What follows belongs to an exercise in optimizing a design on an open flow for a short achievable clock period and few clock cycles; a production flow would make more cautious choices.
Where RTL was checked, it was by simulation tests only, not by an equivalence proof against the original.
Function not checked in run 1: the RTL went through the layout flow alone.
Power figures rest on the tool's default switching activity, not on a simulated workload.

==> flow/config.mk <==
export PLATFORM = sky130hd
export DESIGN_NAME = cache_top
export DESIGN_NICKNAME = cache_top
export VERILOG_FILES = /design/flow/design.v
export SDC_FILE = /design/flow/constraint.sdc
export NUM_CORES = 4
export LEC_CHECK = 0
export ABC_CLOCK_PERIOD_IN_PS = 2000
export CAP_MARGIN = 20
export CORE_MARGIN = 2
export CORE_UTILIZATION = 45
export SETUP_SLACK_MARGIN = 5
export SLEW_MARGIN = 20
export TNS_END_PERCENT = 10
==> flow/constraint.sdc <==
create_clock -name core_clock -period 8.0 [get_ports {clk}]
set_input_delay 1.6000 -clock core_clock [delete_from_list [all_inputs] [get_ports {clk}]]
set_output_delay 1.6000 -clock core_clock [all_outputs]
set_load 0.01 [all_outputs]
==> flow/design.v <==
`timescale 1ns/100ps
`default_nettype none
module cache_way #(
    parameter int S_INDEX = 3
) (
    input wire logic clk,
    input wire logic rst_n_i,
    input wire logic [S_INDEX-1:0] index_i,
    input wire logic [31-5-S_INDEX:0] req_tag_i,
    input wire logic fill_i,
    input wire logic [255:0] fill_line_i,
    input wire logic fill_dirty_i,
    input wire logic write_i,
    input wire logic [31:0] byte_en_i,
    input wire logic [255:0] wdata_i,
    output logic [255:0] rline_o,
    output logic [31-5-S_INDEX:0] tag_o,
    output logic valid_o,
    output logic dirty_o,
    output logic hit_o
);
    localparam int LINE_BITS = 256;
    localparam int MASK_BITS = LINE_BITS / 8;
    localparam int OFFSET_BITS = 5;
    localparam int TAG_BITS = 32 - OFFSET_BITS - S_INDEX;
    localparam int NUM_SETS = 2 ** S_INDEX;
    logic [LINE_BITS-1:0] data_q [NUM_SETS];
    logic [TAG_BITS-1:0] tag_q [NUM_SETS];
    logic [NUM_SETS-1:0] valid_q;
    logic [NUM_SETS-1:0] dirty_q;
    logic [NUM_SETS-1:0] match;
    logic [NUM_SETS-1:0] set_sel;
    always_comb begin
        for (int s = 0; s < NUM_SETS; s++) begin
            match[s] = valid_q[s] && (tag_q[s] == req_tag_i);
            set_sel[s] = (index_i == S_INDEX'(s));
        end
    end
    assign hit_o = |(match & set_sel);
    always_ff @(posedge clk) begin
        for (int s = 0; s < NUM_SETS; s++) begin
            for (int b = 0; b < MASK_BITS; b++) begin
                if (fill_i && set_sel[s]) begin
                    data_q[s][8*b +: 8] <= fill_line_i[8*b +: 8];
                end else if (write_i && set_sel[s] && byte_en_i[b]) begin
                    data_q[s][8*b +: 8] <= wdata_i[8*b +: 8];
                end
            end
        end
    end
    always_ff @(posedge clk) begin
        if (fill_i) begin
            tag_q[index_i] <= req_tag_i;
        end
    end
    always_ff @(posedge clk or negedge rst_n_i) begin
        if (!rst_n_i) begin
            valid_q <= '0;
            dirty_q <= '0;
        end else if (fill_i) begin
            valid_q[index_i] <= 1'b1;
            dirty_q[index_i] <= fill_dirty_i;
        end else if (write_i) begin
            dirty_q[index_i] <= 1'b1;
        end
    end
    always_comb begin
        rline_o = data_q[index_i];
        tag_o = tag_q[index_i];
        valid_o = valid_q[index_i];
        dirty_o = dirty_q[index_i];
    end
endmodule
`default_nettype wire
`timescale 1ns/100ps
`default_nettype none
module cache_way_select #(
    parameter int S_INDEX = 3
) (
    input wire logic clk,
    input wire logic rst_n_i,
    input wire logic [S_INDEX-1:0] index_i,
    input wire logic [255:0] rline0_i,
    input wire logic [255:0] rline1_i,
    input wire logic [31-5-S_INDEX:0] tag0_i,
    input wire logic [31-5-S_INDEX:0] tag1_i,
    input wire logic [1:0] valid_i,
    input wire logic [1:0] dirty_i,
    input wire logic lru_load_i,
    input wire logic lru_way_i,
    output logic victim_o,
    output logic victim_dirty_o,
    output logic [255:0] mru_line_o,
    output logic [255:0] lru_line_o,
    output logic [31-5:0] victim_line_addr_o
);
    localparam int NUM_SETS = 2 ** S_INDEX;
    logic [NUM_SETS-1:0] lru_q;
    assign victim_o = ~lru_q[index_i];
    assign victim_dirty_o = victim_o ? (valid_i[1] && dirty_i[1]) : (valid_i[0] && dirty_i[0]);
    assign mru_line_o = victim_o ? rline0_i : rline1_i;
    assign lru_line_o = victim_o ? rline1_i : rline0_i;
    assign victim_line_addr_o = {(victim_o ? tag1_i : tag0_i), index_i};
    always_ff @(posedge clk or negedge rst_n_i) begin
        if (!rst_n_i) begin
            lru_q <= '0;
        end else if (lru_load_i) begin
            lru_q[index_i] <= lru_way_i;
        end
    end
endmodule
`default_nettype wire
`timescale 1ns/100ps
`default_nettype none
module cache_control #(
    parameter int S_INDEX = 3
) (
    input wire logic clk,
    input wire logic rst_n_i,
    input wire logic mem_read_i,
    input wire logic mem_write_i,
    input wire logic [31:0] mem_addr_i,
    input wire logic pmem_resp_i,
    input wire logic [255:0] pmem_rdata_i,
    input wire logic [1:0] hit_i,
    input wire logic victim_i,
    input wire logic victim_dirty_i,
    input wire logic [255:0] mru_line_i,
    input wire logic [255:0] lru_line_i,
    input wire logic [31-5:0] victim_line_addr_i,
    output logic [1:0] fill_o,
    output logic [1:0] write_o,
    output logic lru_load_o,
    output logic lru_way_o,
    output logic [255:0] mem_rdata_o,
    output logic mem_resp_o,
    output logic pmem_read_o,
    output logic pmem_write_o,
    output logic [31:0] pmem_address_o,
    output logic [255:0] pmem_wdata_o
);
    localparam int OFFSET_BITS = 5;
    logic resp_q;
    logic other_q;
    logic wb_q;
    logic rd_q;
    logic hit_q;
    logic hit_way_q;
    logic victim_q;
    logic [255:0] rdata_q;
    logic [255:0] wdata_q;
    logic [31-OFFSET_BITS:0] paddr_q;
    logic idle;
    logic req;
    logic hit;
    logic hit_way;
    logic fill;
    assign req = mem_read_i || mem_write_i;
    assign idle = !resp_q && !other_q && !wb_q && !rd_q;
    assign hit = |hit_i;
    assign hit_way = hit_i[1];
    assign fill = rd_q && pmem_resp_i;
    always_ff @(posedge clk or negedge rst_n_i) begin
        if (!rst_n_i) begin
            resp_q <= 1'b0;
            other_q <= 1'b0;
            wb_q <= 1'b0;
            rd_q <= 1'b0;
            hit_q <= 1'b0;
        end else begin
            resp_q <= 1'b0;
            if (idle && req) begin
                if (hit && mem_read_i && (hit_way == victim_i)) other_q <= 1'b1;
                else if (hit) resp_q <= 1'b1;
                else if (victim_dirty_i) wb_q <= 1'b1;
                else rd_q <= 1'b1;
                hit_q <= hit;
            end
            if (other_q) begin
                other_q <= 1'b0;
                resp_q <= 1'b1;
            end
            if (wb_q && pmem_resp_i) begin
                wb_q <= 1'b0;
                rd_q <= 1'b1;
            end
            if (fill) begin
                rd_q <= 1'b0;
                resp_q <= 1'b1;
            end
        end
    end
    always_ff @(posedge clk) begin
        if (idle) begin
            hit_way_q <= hit_way;
            victim_q <= victim_i;
            wdata_q <= lru_line_i;
            paddr_q <= victim_dirty_i ? victim_line_addr_i : mem_addr_i[31:OFFSET_BITS];
        end
        if (wb_q && pmem_resp_i) begin
            paddr_q <= mem_addr_i[31:OFFSET_BITS];
        end
        if (idle) rdata_q <= mru_line_i;
        else if (other_q) rdata_q <= lru_line_i;
        else if (rd_q) rdata_q <= pmem_rdata_i;
    end
    assign fill_o[0] = fill && !victim_q;
    assign fill_o[1] = fill && victim_q;
    assign write_o[0] = resp_q && hit_q && mem_write_i && !hit_way_q;
    assign write_o[1] = resp_q && hit_q && mem_write_i && hit_way_q;
    assign lru_load_o = fill || (resp_q && hit_q);
    assign lru_way_o = fill ? victim_q : hit_way_q;
    assign mem_rdata_o = rdata_q;
    assign mem_resp_o = resp_q;
    assign pmem_read_o = rd_q;
    assign pmem_write_o = wb_q;
    assign pmem_address_o = {paddr_q, OFFSET_BITS'(0)};
    assign pmem_wdata_o = wdata_q;
endmodule
`default_nettype wire
`timescale 1ns/100ps
`default_nettype none
module cache_top #(
    parameter int S_INDEX = 3
) (
    input wire logic clk,
    input wire logic rst_n_i,
    input wire logic mem_read_i,
    input wire logic mem_write_i,
    input wire logic [31:0] mem_addr_i,
    input wire logic [31:0] mem_byte_enable_i,
    input wire logic [255:0] mem_wdata_i,
    output logic [255:0] mem_rdata_o,
    output logic mem_resp_o,
    output logic pmem_read_o,
    output logic pmem_write_o,
    output logic [31:0] pmem_address_o,
    output logic [255:0] pmem_wdata_o,
    input wire logic [255:0] pmem_rdata_i,
    input wire logic pmem_resp_i
);
    localparam int TAG_BITS = 32 - 5 - S_INDEX;
    localparam int MASK_BITS = 32;
    logic [S_INDEX-1:0] index;
    logic [TAG_BITS-1:0] req_tag;
    logic victim;
    logic victim_dirty;
    logic lru_load;
    logic lru_way;
    logic [1:0] fill;
    logic [1:0] write;
    logic [255:0] fill_line;
    logic [255:0] mru_line;
    logic [255:0] lru_line;
    logic [31-5:0] victim_line_addr;
    logic [255:0] rline [2];
    logic [TAG_BITS-1:0] tag [2];
    logic [1:0] valid;
    logic [1:0] dirty;
    logic [1:0] way_hit;
    assign index = mem_addr_i[5 +: S_INDEX];
    assign req_tag = mem_addr_i[31 -: TAG_BITS];
    always_comb begin
        for (int b = 0; b < MASK_BITS; b++) begin
            fill_line[8*b +: 8] = (mem_write_i && mem_byte_enable_i[b]) ? mem_wdata_i[8*b +: 8]
                                                                         : pmem_rdata_i[8*b +: 8];
        end
    end
    cache_control #(.S_INDEX(S_INDEX)) cache_control_i (
        .clk, .rst_n_i,
        .mem_read_i, .mem_write_i, .mem_addr_i, .pmem_resp_i, .pmem_rdata_i,
        .hit_i(way_hit), .victim_i(victim), .victim_dirty_i(victim_dirty),
        .mru_line_i(mru_line), .lru_line_i(lru_line), .victim_line_addr_i(victim_line_addr),
        .fill_o(fill), .write_o(write), .lru_load_o(lru_load), .lru_way_o(lru_way),
        .mem_rdata_o, .mem_resp_o, .pmem_read_o, .pmem_write_o, .pmem_address_o, .pmem_wdata_o
    );
    for (genvar w = 0; w < 2; w++) begin : g_way
        cache_way #(.S_INDEX(S_INDEX)) cache_way_i (
            .clk, .rst_n_i,
            .index_i(index), .req_tag_i(req_tag),
            .fill_i(fill[w]), .fill_line_i(fill_line), .fill_dirty_i(mem_write_i),
            .write_i(write[w]), .byte_en_i(mem_byte_enable_i), .wdata_i(mem_wdata_i),
            .rline_o(rline[w]), .tag_o(tag[w]), .valid_o(valid[w]), .dirty_o(dirty[w]),
            .hit_o(way_hit[w])
        );
    end
    cache_way_select #(.S_INDEX(S_INDEX)) cache_way_select_i (
        .clk, .rst_n_i, .index_i(index),
        .rline0_i(rline[0]), .rline1_i(rline[1]), .tag0_i(tag[0]), .tag1_i(tag[1]),
        .valid_i(valid), .dirty_i(dirty), .lru_load_i(lru_load), .lru_way_i(lru_way),
        .victim_o(victim), .victim_dirty_o(victim_dirty),
        .mru_line_o(mru_line), .lru_line_o(lru_line), .victim_line_addr_o(victim_line_addr)
    );
endmodule
`default_nettype wire
==> flow/run.sh <==
#!/bin/bash
# synth_recipe.tcl (not shown) runs the flow's synth.tcl, then flattens the netlist and writes it again
# the make line also repeats each setting of config.mk as NAME=value (left out here)
make -C /OpenROAD-flow-scripts/flow DESIGN_CONFIG=/design/flow/config.mk WORK_HOME=/design/flow/orfs CLKGATE_MAP_FILE= SYNTH_SCRIPT=/design/flow/synth_recipe.tcl finish
==> results.yml, run 1 <==
outcome:
  outcome: "timing/DRC/antenna clean"
cts:
  clockBufferDepth: 4
  htree_num_levels: 6
  clock_latency_ps: 1120
  cts_tree: "done"
  clk_pin_slew_ps: 60
  cts.sinks: 5066
  cts_made_buffers: 569
  cts-root-buf: "clkbuf_16"
synthesis:
  synth_flop_cell: "edfxtp_1"
  netlist_area_mm2: 0.244
  synthMuxAreaShare: 0.0297
  synthCells: 23000
  ys_ff_latch: 5066
  yosys.area_share.simple: 0.114
  synth_warnings: 7
  synth_area_per_cell_um2: 10.6
  synth_top_family_by_area: "compound AO/OA/AOI/OAI gates"
  synthArstFlopShare: 0.00888
  synth_edf_count: 5021
  synth_cell_types: 63
  synth_xor_area_frac: 0.0138
  synth-compound-area-share: 0.175
  synthAdderAreaFrac: 0.000307
  ys_seq_area_frac: 0.622
routing:
  drtPass1Iterations: 14
  post_drt_wl_per_cell_um: 32.6
  ant_nets: 0
  drt-initial-drc-count: 34200
  wirelength_um: 1020000
  num_vias: 200000
  drcViolationCount: 0
  viasPerCell: 6.43
layout:
  fillers: 45000
  final_nets: 24000
  finish.utilization: 0.551
  final_cell_mix: "nand2_1 (5448), edfxtp_1 (5021), o21ai_0 (3869)"
  area_growth_pct: 21.9
  drive_above_1_share: 0.171
  final_common_cell: "nand2_1"
sta:
  relSlewSlack: 0.241
  hold_viol: 0
  setup_tns_ps: 0
  setup_violations: 0
  holdWs_ps: 506
  setup_ws_ps: 4280
  drv_slew: 0
  min_period_ps: 3720
  finalClockSkew_ps: 49.5
  rsz0062_at_grt: "true"
  fmax_mhz: 269
  worst_pin_slew_ps: 1140
  fin_crit_sh: 0.465
power:
  ir_worst_vdd_mv: 0.305
  pwr_density_cell_mw_per_mm2: 257
  p_leak_uw: 0.112
critical_path:
  r2r_cells: 6
  cp.required_ps: 8710
  worstPathArrival_ps: 4430
  reg2reg_from: "cache_control_i.other_q$_DFF_PN0_"
  worst-path-max-fanout: 58
  end_kind: "flop"
  r2r-end: "cache_control_i.rdata_q[13]$_DFFE_PP_"
  critPathKind: "input pin to flop"
  rrSetupSlack_ps: 4520
  start_kind: "input pin"
place:
  gp_congestion: 0.875
  io_buffers: 1117
  post-place-ws_ps: 1440
  hpwl_um: 564000
die:
  start_util: 0.452
  die-area_mm2: 0.549
  boundaryPins: 1128
  core_area_mm2: 0.541
  fp.dieH_um: 741
  rows: 270
  die_x_um: 741
grt:
  grt_use_total: 0.336
  grt_max_degree: 147
  grt-ovfl-total: 0
  antenna_found_initial: 108
  grt_pass1_wl_um: 1340000
  grt_pass1_vias: 181000
hold_path:
  hold_path_class: "input pin to async pin"
job:
  maxCapViolations: 0
## routing by layer
metal / vias to the layer above / share of wire / global-route usage / wire length, um
met1: 97300 / 0.36 / 0.453 / 368000
met4: 44 / 0.057 / 0.166 / 57400
met3: 2335 / 0.13 / 0.0770 / 136000
met5: - / 0.00038 / 0 / 387
met2: 14900 / 0.45 / 0.514 / 453000
li1: 85600 / - / - / -
## cells by family after synthesis
| group | count (synthesis) |
|---|---|
| and+or+nand+nor | 7106 |
| AOI/OAI and AO/OA | 6981 |
| DFF | 5066 |
| buffers and inverters | 2755 |
| muxes | 715 |
| xor gates and xnor gates | 384 |
| adders and majority gates | 6 |
| other | 1 |
## flip-flops by register name, summed over array words and instances, names as in the netlist, 8 cells and up
| signal | flops |
|---|---|
| g_way.cache_way_i.data_q | 4096 |
| g_way.cache_way_i.tag_q | 384 |
| cache_control_i.rdata_q | 256 |
| cache_control_i.wdata_q | 256 |
| cache_control_i.paddr_q | 27 |
| g_way.cache_way_i.dirty_q | 16 |
| g_way.cache_way_i.valid_q | 16 |
| cache_way_select_i.lru_q | 8 |
## cells in the mapped netlist (71+ instances only)
cell / count / area (um^2)
nand2_1: 5692 / 21400
edfxtp_1: 5021 / 151000
o21ai_0: 3929 / 19700
clkbuf_1: 2262 / 8490
a21oi_1: 979 / 4900
a222oi_1: 843 / 8440
nor2_1: 837 / 3140
mux2i_1: 667 / 6680
a22oi_1: 539 / 4050
buf_2: 296 / 1480
xnor2_1: 197 / 1730
o221a_2: 194 / 2180
xor2_1: 187 / 1640
nand3_1: 156 / 781
o21ai_1: 140 / 701
nand4_1: 138 / 863
buf_1: 131 / 492
a41oi_1: 109 / 955
nand2b_1: 94 / 588
nor4_1: 84 / 526
o211ai_1: 71 / 533
## how the worst max path moves through the flow
stage,endpoint,slack (ps),startpoint,cells past startpoint
2_1_floorplan,cache_control_i.rdata_q[0]$_DFFE_PP_,2930,cache_control_i.resp_q$_DFF_PN0_,1
3_3_place_gp,g_way[1].cache_way_i.data_q[1][174]$_DFFE_PP_,1220,mem_addr_i[6],9
3_5_place_dp,cache_control_i.rdata_q[215]$_DFFE_PP_,1440,mem_addr_i[6],12
4_1_cts,pmem_wdata_o[111],4280,cache_control_i.wdata_q[111]$_DFFE_PP_,1
5_1_grt,pmem_wdata_o[111],4290,cache_control_i.wdata_q[111]$_DFFE_PP_,1
6_report,g_way[1].cache_way_i.data_q[7][136]$_DFFE_PP_,4280,mem_addr_i[6],11
## critical path: stages
cell     delay, ps
buf_16         110
buf_12         120
ha_4           180
buf_12         140
buf_16         170
and2_4         380
nand4_1        200
buf_4          210
buf_12         160
buf_16         190
nand2_1        680
## stage by stage
stage          std cells  total power (uW)  cell area (um^2)
4_1_cts            30700             76400            292000
3_3_place_gp       29300             49100            261000
3_5_place_dp       29300             49200            262000
6_report           31100             76600            298000
5_1_grt            31100             78700            298000
2_1_floorplan      23000             41600            245000
## power breakdown
| part | switching (uW) | internal (uW) |
|---|---|---|
| registers | 1040 | 32400 |
| logic | 11200 | 5970 |
| clock network | 11500 | 14400 |
| total | 23800 | 52800 |
## area by class of cell
type	count	area, um^2	share of cell area
antenna	66	165	0.000554
clock buffer	709	14900	0.0499
clock inverter	305	3110	0.0104
inverter	25	176	0.000592
multi-input combinational	15200	89700	0.301
sequential	5066	152000	0.510
tap	7208	9020	0.0303
timing repair buffer	2503	28900	0.0971
timing repair inverter	5	68.8	0.000231
## repair_timing
item	in CTS	in global routing
pin swaps	130	172
hold buffers	0	0
setup buffers	274	214
gates cloned	146	111
setup endpoints to repair	9900	7992
resized for setup	1333	1854
hold endpoints to repair	0	0
==> run 2: changes to the inputs <==
--- a/flow/design.v
+++ b/flow/design.v
@@ -90,7 +90,6 @@
     input wire logic lru_way_i,
     output logic victim_o,
     output logic victim_dirty_o,
-    output logic [255:0] mru_line_o,
     output logic [255:0] lru_line_o,
     output logic [31-5:0] victim_line_addr_o
 );
@@ -98,7 +97,6 @@
     logic [NUM_SETS-1:0] lru_q;
     assign victim_o = ~lru_q[index_i];
     assign victim_dirty_o = victim_o ? (valid_i[1] && dirty_i[1]) : (valid_i[0] && dirty_i[0]);
-    assign mru_line_o = victim_o ? rline0_i : rline1_i;
     assign lru_line_o = victim_o ? rline1_i : rline0_i;
     assign victim_line_addr_o = {(victim_o ? tag1_i : tag0_i), index_i};
     always_ff @(posedge clk or negedge rst_n_i) begin
@@ -125,7 +123,8 @@
     input wire logic [1:0] hit_i,
     input wire logic victim_i,
     input wire logic victim_dirty_i,
-    input wire logic [255:0] mru_line_i,
+    input wire logic [255:0] rline0_i,
+    input wire logic [255:0] rline1_i,
     input wire logic [255:0] lru_line_i,
     input wire logic [31-5:0] victim_line_addr_i,
     output logic [1:0] fill_o,
@@ -141,7 +140,6 @@
 );
     localparam int OFFSET_BITS = 5;
     logic resp_q;
-    logic other_q;
     logic wb_q;
     logic rd_q;
     logic hit_q;
@@ -156,29 +154,23 @@
     logic hit_way;
     logic fill;
     assign req = mem_read_i || mem_write_i;
-    assign idle = !resp_q && !other_q && !wb_q && !rd_q;
+    assign idle = !resp_q && !wb_q && !rd_q;
     assign hit = |hit_i;
     assign hit_way = hit_i[1];
     assign fill = rd_q && pmem_resp_i;
     always_ff @(posedge clk or negedge rst_n_i) begin
         if (!rst_n_i) begin
             resp_q <= 1'b0;
-            other_q <= 1'b0;
             wb_q <= 1'b0;
             rd_q <= 1'b0;
             hit_q <= 1'b0;
         end else begin
             resp_q <= 1'b0;
             if (idle && req) begin
-                if (hit && mem_read_i && (hit_way == victim_i)) other_q <= 1'b1;
-                else if (hit) resp_q <= 1'b1;
+                if (hit) resp_q <= 1'b1;
                 else if (victim_dirty_i) wb_q <= 1'b1;
                 else rd_q <= 1'b1;
                 hit_q <= hit;
-            end
-            if (other_q) begin
-                other_q <= 1'b0;
-                resp_q <= 1'b1;
             end
             if (wb_q && pmem_resp_i) begin
                 wb_q <= 1'b0;
@@ -200,8 +192,7 @@
         if (wb_q && pmem_resp_i) begin
             paddr_q <= mem_addr_i[31:OFFSET_BITS];
         end
-        if (idle) rdata_q <= mru_line_i;
-        else if (other_q) rdata_q <= lru_line_i;
+        if (idle) rdata_q <= hit_way ? rline1_i : rline0_i;
         else if (rd_q) rdata_q <= pmem_rdata_i;
     end
     assign fill_o[0] = fill && !victim_q;
@@ -250,7 +241,6 @@
     logic [1:0] fill;
     logic [1:0] write;
     logic [255:0] fill_line;
-    logic [255:0] mru_line;
     logic [255:0] lru_line;
     logic [31-5:0] victim_line_addr;
     logic [255:0] rline [2];
@@ -270,7 +260,7 @@
         .clk, .rst_n_i,
         .mem_read_i, .mem_write_i, .mem_addr_i, .pmem_resp_i, .pmem_rdata_i,
         .hit_i(way_hit), .victim_i(victim), .victim_dirty_i(victim_dirty),
-        .mru_line_i(mru_line), .lru_line_i(lru_line), .victim_line_addr_i(victim_line_addr),
+        .rline0_i(rline[0]), .rline1_i(rline[1]), .lru_line_i(lru_line), .victim_line_addr_i(victim_line_addr),
         .fill_o(fill), .write_o(write), .lru_load_o(lru_load), .lru_way_o(lru_way),
         .mem_rdata_o, .mem_resp_o, .pmem_read_o, .pmem_write_o, .pmem_address_o, .pmem_wdata_o
     );
@@ -289,7 +279,7 @@
         .rline0_i(rline[0]), .rline1_i(rline[1]), .tag0_i(tag[0]), .tag1_i(tag[1]),
         .valid_i(valid), .dirty_i(dirty), .lru_load_i(lru_load), .lru_way_i(lru_way),
         .victim_o(victim), .victim_dirty_o(victim_dirty),
-        .mru_line_o(mru_line), .lru_line_o(lru_line), .victim_line_addr_o(victim_line_addr)
+        .lru_line_o(lru_line), .victim_line_addr_o(victim_line_addr)
     );
 endmodule
 `default_nettype wire
==> results.yml, run 2 <==
power:
  pwr_density_cell_mw_per_mm2: 248
  p_leak_uw: 0.112
  ir_worst_vdd_mv: 0.343
routing:
  drcViolationCount: 0
  num_vias: 193000
  wirelength_um: 955000
  drt-initial-drc-count: 32200
  ant_nets: 0
  drtPass1Iterations: 14
  viasPerCell: 6.31
  post_drt_wl_per_cell_um: 31.3
sta:
  min_period_ps: 3770
  holdWs_ps: 468
  setup_tns_ps: 0
  finalClockSkew_ps: 73.9
  setup_violations: 0
  rsz0062_at_grt: "true"
  drv_slew: 0
  relSlewSlack: 0.231
  hold_viol: 0
  setup_ws_ps: 4230
  worst_pin_slew_ps: 1150
  fin_crit_sh: 0.471
  fmax_mhz: 265
cts:
  cts_made_buffers: 566
  cts-root-buf: "clkbuf_16"
  clk_pin_slew_ps: 60
  cts_tree: "done"
  clockBufferDepth: 4
  clock_latency_ps: 1090
  cts.sinks: 5065
  cts_hold_buf: 0
  htree_num_levels: 6
critical_path:
  end_kind: "output port"
  r2r_cells: 13
  worstPathCellList: "buf_2"
  start_kind: "flop"
  cp_top_family: "flip-flops"
  critPathSlowestCell: "edfxtp_1"
  crit_buf_inv: 1
  reg2reg_from: "g_way[1].cache_way_i.tag_q[6][23]$_DFFE_PP_"
  cp_slowest_stage_delay_ps: 820
  rrSetupSlack_ps: 4720
  worst-path-max-fanout: 4
  worstPathArrival_ps: 2170
  cp.required_ps: 6400
  r2r-end: "cache_control_i.rdata_q[112]$_DFFE_PP_"
  critPathKind: "flop to output port"
synthesis:
  synth_flop_cell: "edfxtp_1"
  synth_warnings: 7
  synthCells: 22500
  synth_area_leaders: "edfxtp_1 (62%), nand2_1 (9.0%), o21ai_0 (8.9%)"
  synthArstFlopShare: 0.00869
  synth_edf_count: 5021
  synthTopCellsByCount: "nand2_1 (5788), edfxtp_1 (5021), o21ai_0 (4329)"
  yosys.area.top_type: "edfxtp_1"
  synth_cell_types: 56
  ys_seq_area_frac: 0.627
  synth.most_common_cell: "nand2_1"
  ys_ff_latch: 5065
  synth.top_cell.area_share: 0.622
  netlist_area_mm2: 0.242
  synth_area_per_cell_um2: 10.8
grt:
  antenna_found_initial: 76
  grt_max_degree: 154
  grt_pass1_vias: 177000
  grt_use_total: 0.325
  grt-ovfl-total: 0
  grt_pass1_wl_um: 1290000
layout:
  top_register: "g_way.cache_way_i.data_q"
  drive_above_1_share: 0.149
  area_growth_pct: 22.4
  instances_no_fill: 30600
  final_nets: 23500
  final_common_cell: "nand2_1"
  reg_top3: "g_way.cache_way_i.data_q: 4096 flops, g_way.cache_way_i.tag_q: 384 flops"
  final_cell_mix: "nand2_1 (5580), edfxtp_1 (5021), o21ai_0 (4094)"
  largest_register_ffs: 4096
  finish.utilization: 0.553
place:
  post-place-ws_ps: 1860
  hpwl_um: 539000
  io_buffers: 1117
  dpl.cell_count: 28800
  gp_congestion: 0.884
job:
  maxCapViolations: 0
die:
  core_area_mm2: 0.536
  die_x_um: 738
  fp.dieH_um: 738
  die-area_mm2: 0.544
  boundaryPins: 1128
  start_util: 0.452
  rows: 269
hold_path:
  hold_path_class: "input pin to async pin"
outcome:
  outcome: "timing/DRC/antenna clean"
## run 2: cell count changes after synthesis, moves of 165 or more
| cell | delta |
|---|---|
| buf_2 | -234 |
| o221a_2 | -194 |
| xnor2_1 | +165 |
| xor2_1 | -165 |
| buf_1 | +177 |
| nor2_1 | -341 |
| a21oi_1 | -567 |
| o21ai_0 | +400 |
| mux2_2 | +240 |
## run 2: layout make-up
| type | count | area [um^2] |
|---|---|---|
| Fill cell | 44300 | 240000 |
| Sequential cell | 5065 | 152000 |
| Multi-Input combinational cell | 14700 | 86900 |
| Timing Repair Buffer | 2477 | 31200 |
| Clock buffer | 728 | 15000 |
| Tap cell | 7181 | 8980 |
| Clock inverter | 285 | 2490 |
| Antenna cell | 49 | 123 |
| Inverter | 20 | 109 |
## run 2: repair_timing
action,in CTS,in global routing
buffers inserted,267,168
setup endpoints to repair,9448,9119
pin swaps,57,40
gates cloned,190,80
resized for setup,1645,930
## run 2: worst max path at each step
stage	from	endpoint	slack, ps	cells after the start
floorplan	cache_control_i.wb_q$_DFFE_PN0P_	cache_control_i.hit_way_q$_DFFE_PP_	2750	5
global placement	mem_addr_i[5]	cache_control_i.rdata_q[251]$_DFFE_PP_	1880	12
detailed placement	mem_addr_i[5]	cache_control_i.rdata_q[251]$_DFFE_PP_	1860	12
CTS	cache_control_i.rdata_q[5]$_DFFE_PP_	mem_rdata_o[5]	4180	1
global route	cache_control_i.rdata_q[5]$_DFFE_PP_	mem_rdata_o[5]	4220	1
finish	cache_control_i.rdata_q[5]$_DFFE_PP_	mem_rdata_o[5]	4230	1
## run 2: power breakdown
| part | switching [uW] | total (uW) | internal [uW] |
|---|---|---|---|
| registers | 847 | 33100 | 32200 |
| logic | 9330 | 15300 | 5960 |
| clock network | 11400 | 25200 | 13800 |
## run 2: cell families after synthesis
family	Yosys count	synth area share
other	1	0.0000155
buffers and inverters	2679	0.0427
XOR/XNOR	384	0.0139
adder cells (fa/ha/maj)	6	0.000310
AND/OR/NAND/NOR	6642	0.106
AO/OA/AOI/OAI	6682	0.167
flip-flops	5065	0.627
multiplexers	1007	0.0432
## run 2: per-layer routing
metal | part of all wire | vias up | track usage
li1 | - | 83400 | -
met1 | 0.36 | 93600 | 0.433
met2 | 0.45 | 13200 | 0.505
met3 | 0.12 | 2293 | 0.0660
met4 | 0.063 | 50 | 0.169
met5 | 0.00053 | - | 0
## run 2: per-stage QoR
step	total power, uW	cell area [um^2]
after floorplan	40200	243000
after global placement	46700	260000
after detailed placement	46900	260000
after CTS	73200	292000
after global routing	75700	297000
final	73600	297000
Testbench counts of run 2, summed over its fixed seeds: cycles 146,094.

static timing again, ports no longer ideal:
No port has a modelled driver above. Below, the same layouts with a new extraction and two added sets of constraints.
Step 1 sets driving cells, clkbuf_16 on the clock port and buf_2 on the other inputs (assumed; they add their load-dependent delay and slew).
Step 2 moves the port delays by t, midway between the first and last clock arrival at a register: inputs arrive t later, outputs are due t later. That takes back most of the time a late clock gives input paths.
a / b / c = no drivers / after step 1 / after step 2; a / b = the first two.
| run | t (ns) | setup WS [ns] | worst slew at a driven data input, ns | cell pins on the clock port's net |
|---|---|---|---|---|
| run 1 | 1.242 | 4.279 / 4.161 / 2.937 | 0.37 | 1 |
| run 2 | 1.191 | 4.232 / 4.100 / 3.021 | 0.37 | 1 |
After both steps every run listed still meets setup and hold. For run 1, which loses most, drivers alone change the setup slack by -0.118 ns; drivers and shift together by -1.342 ns.
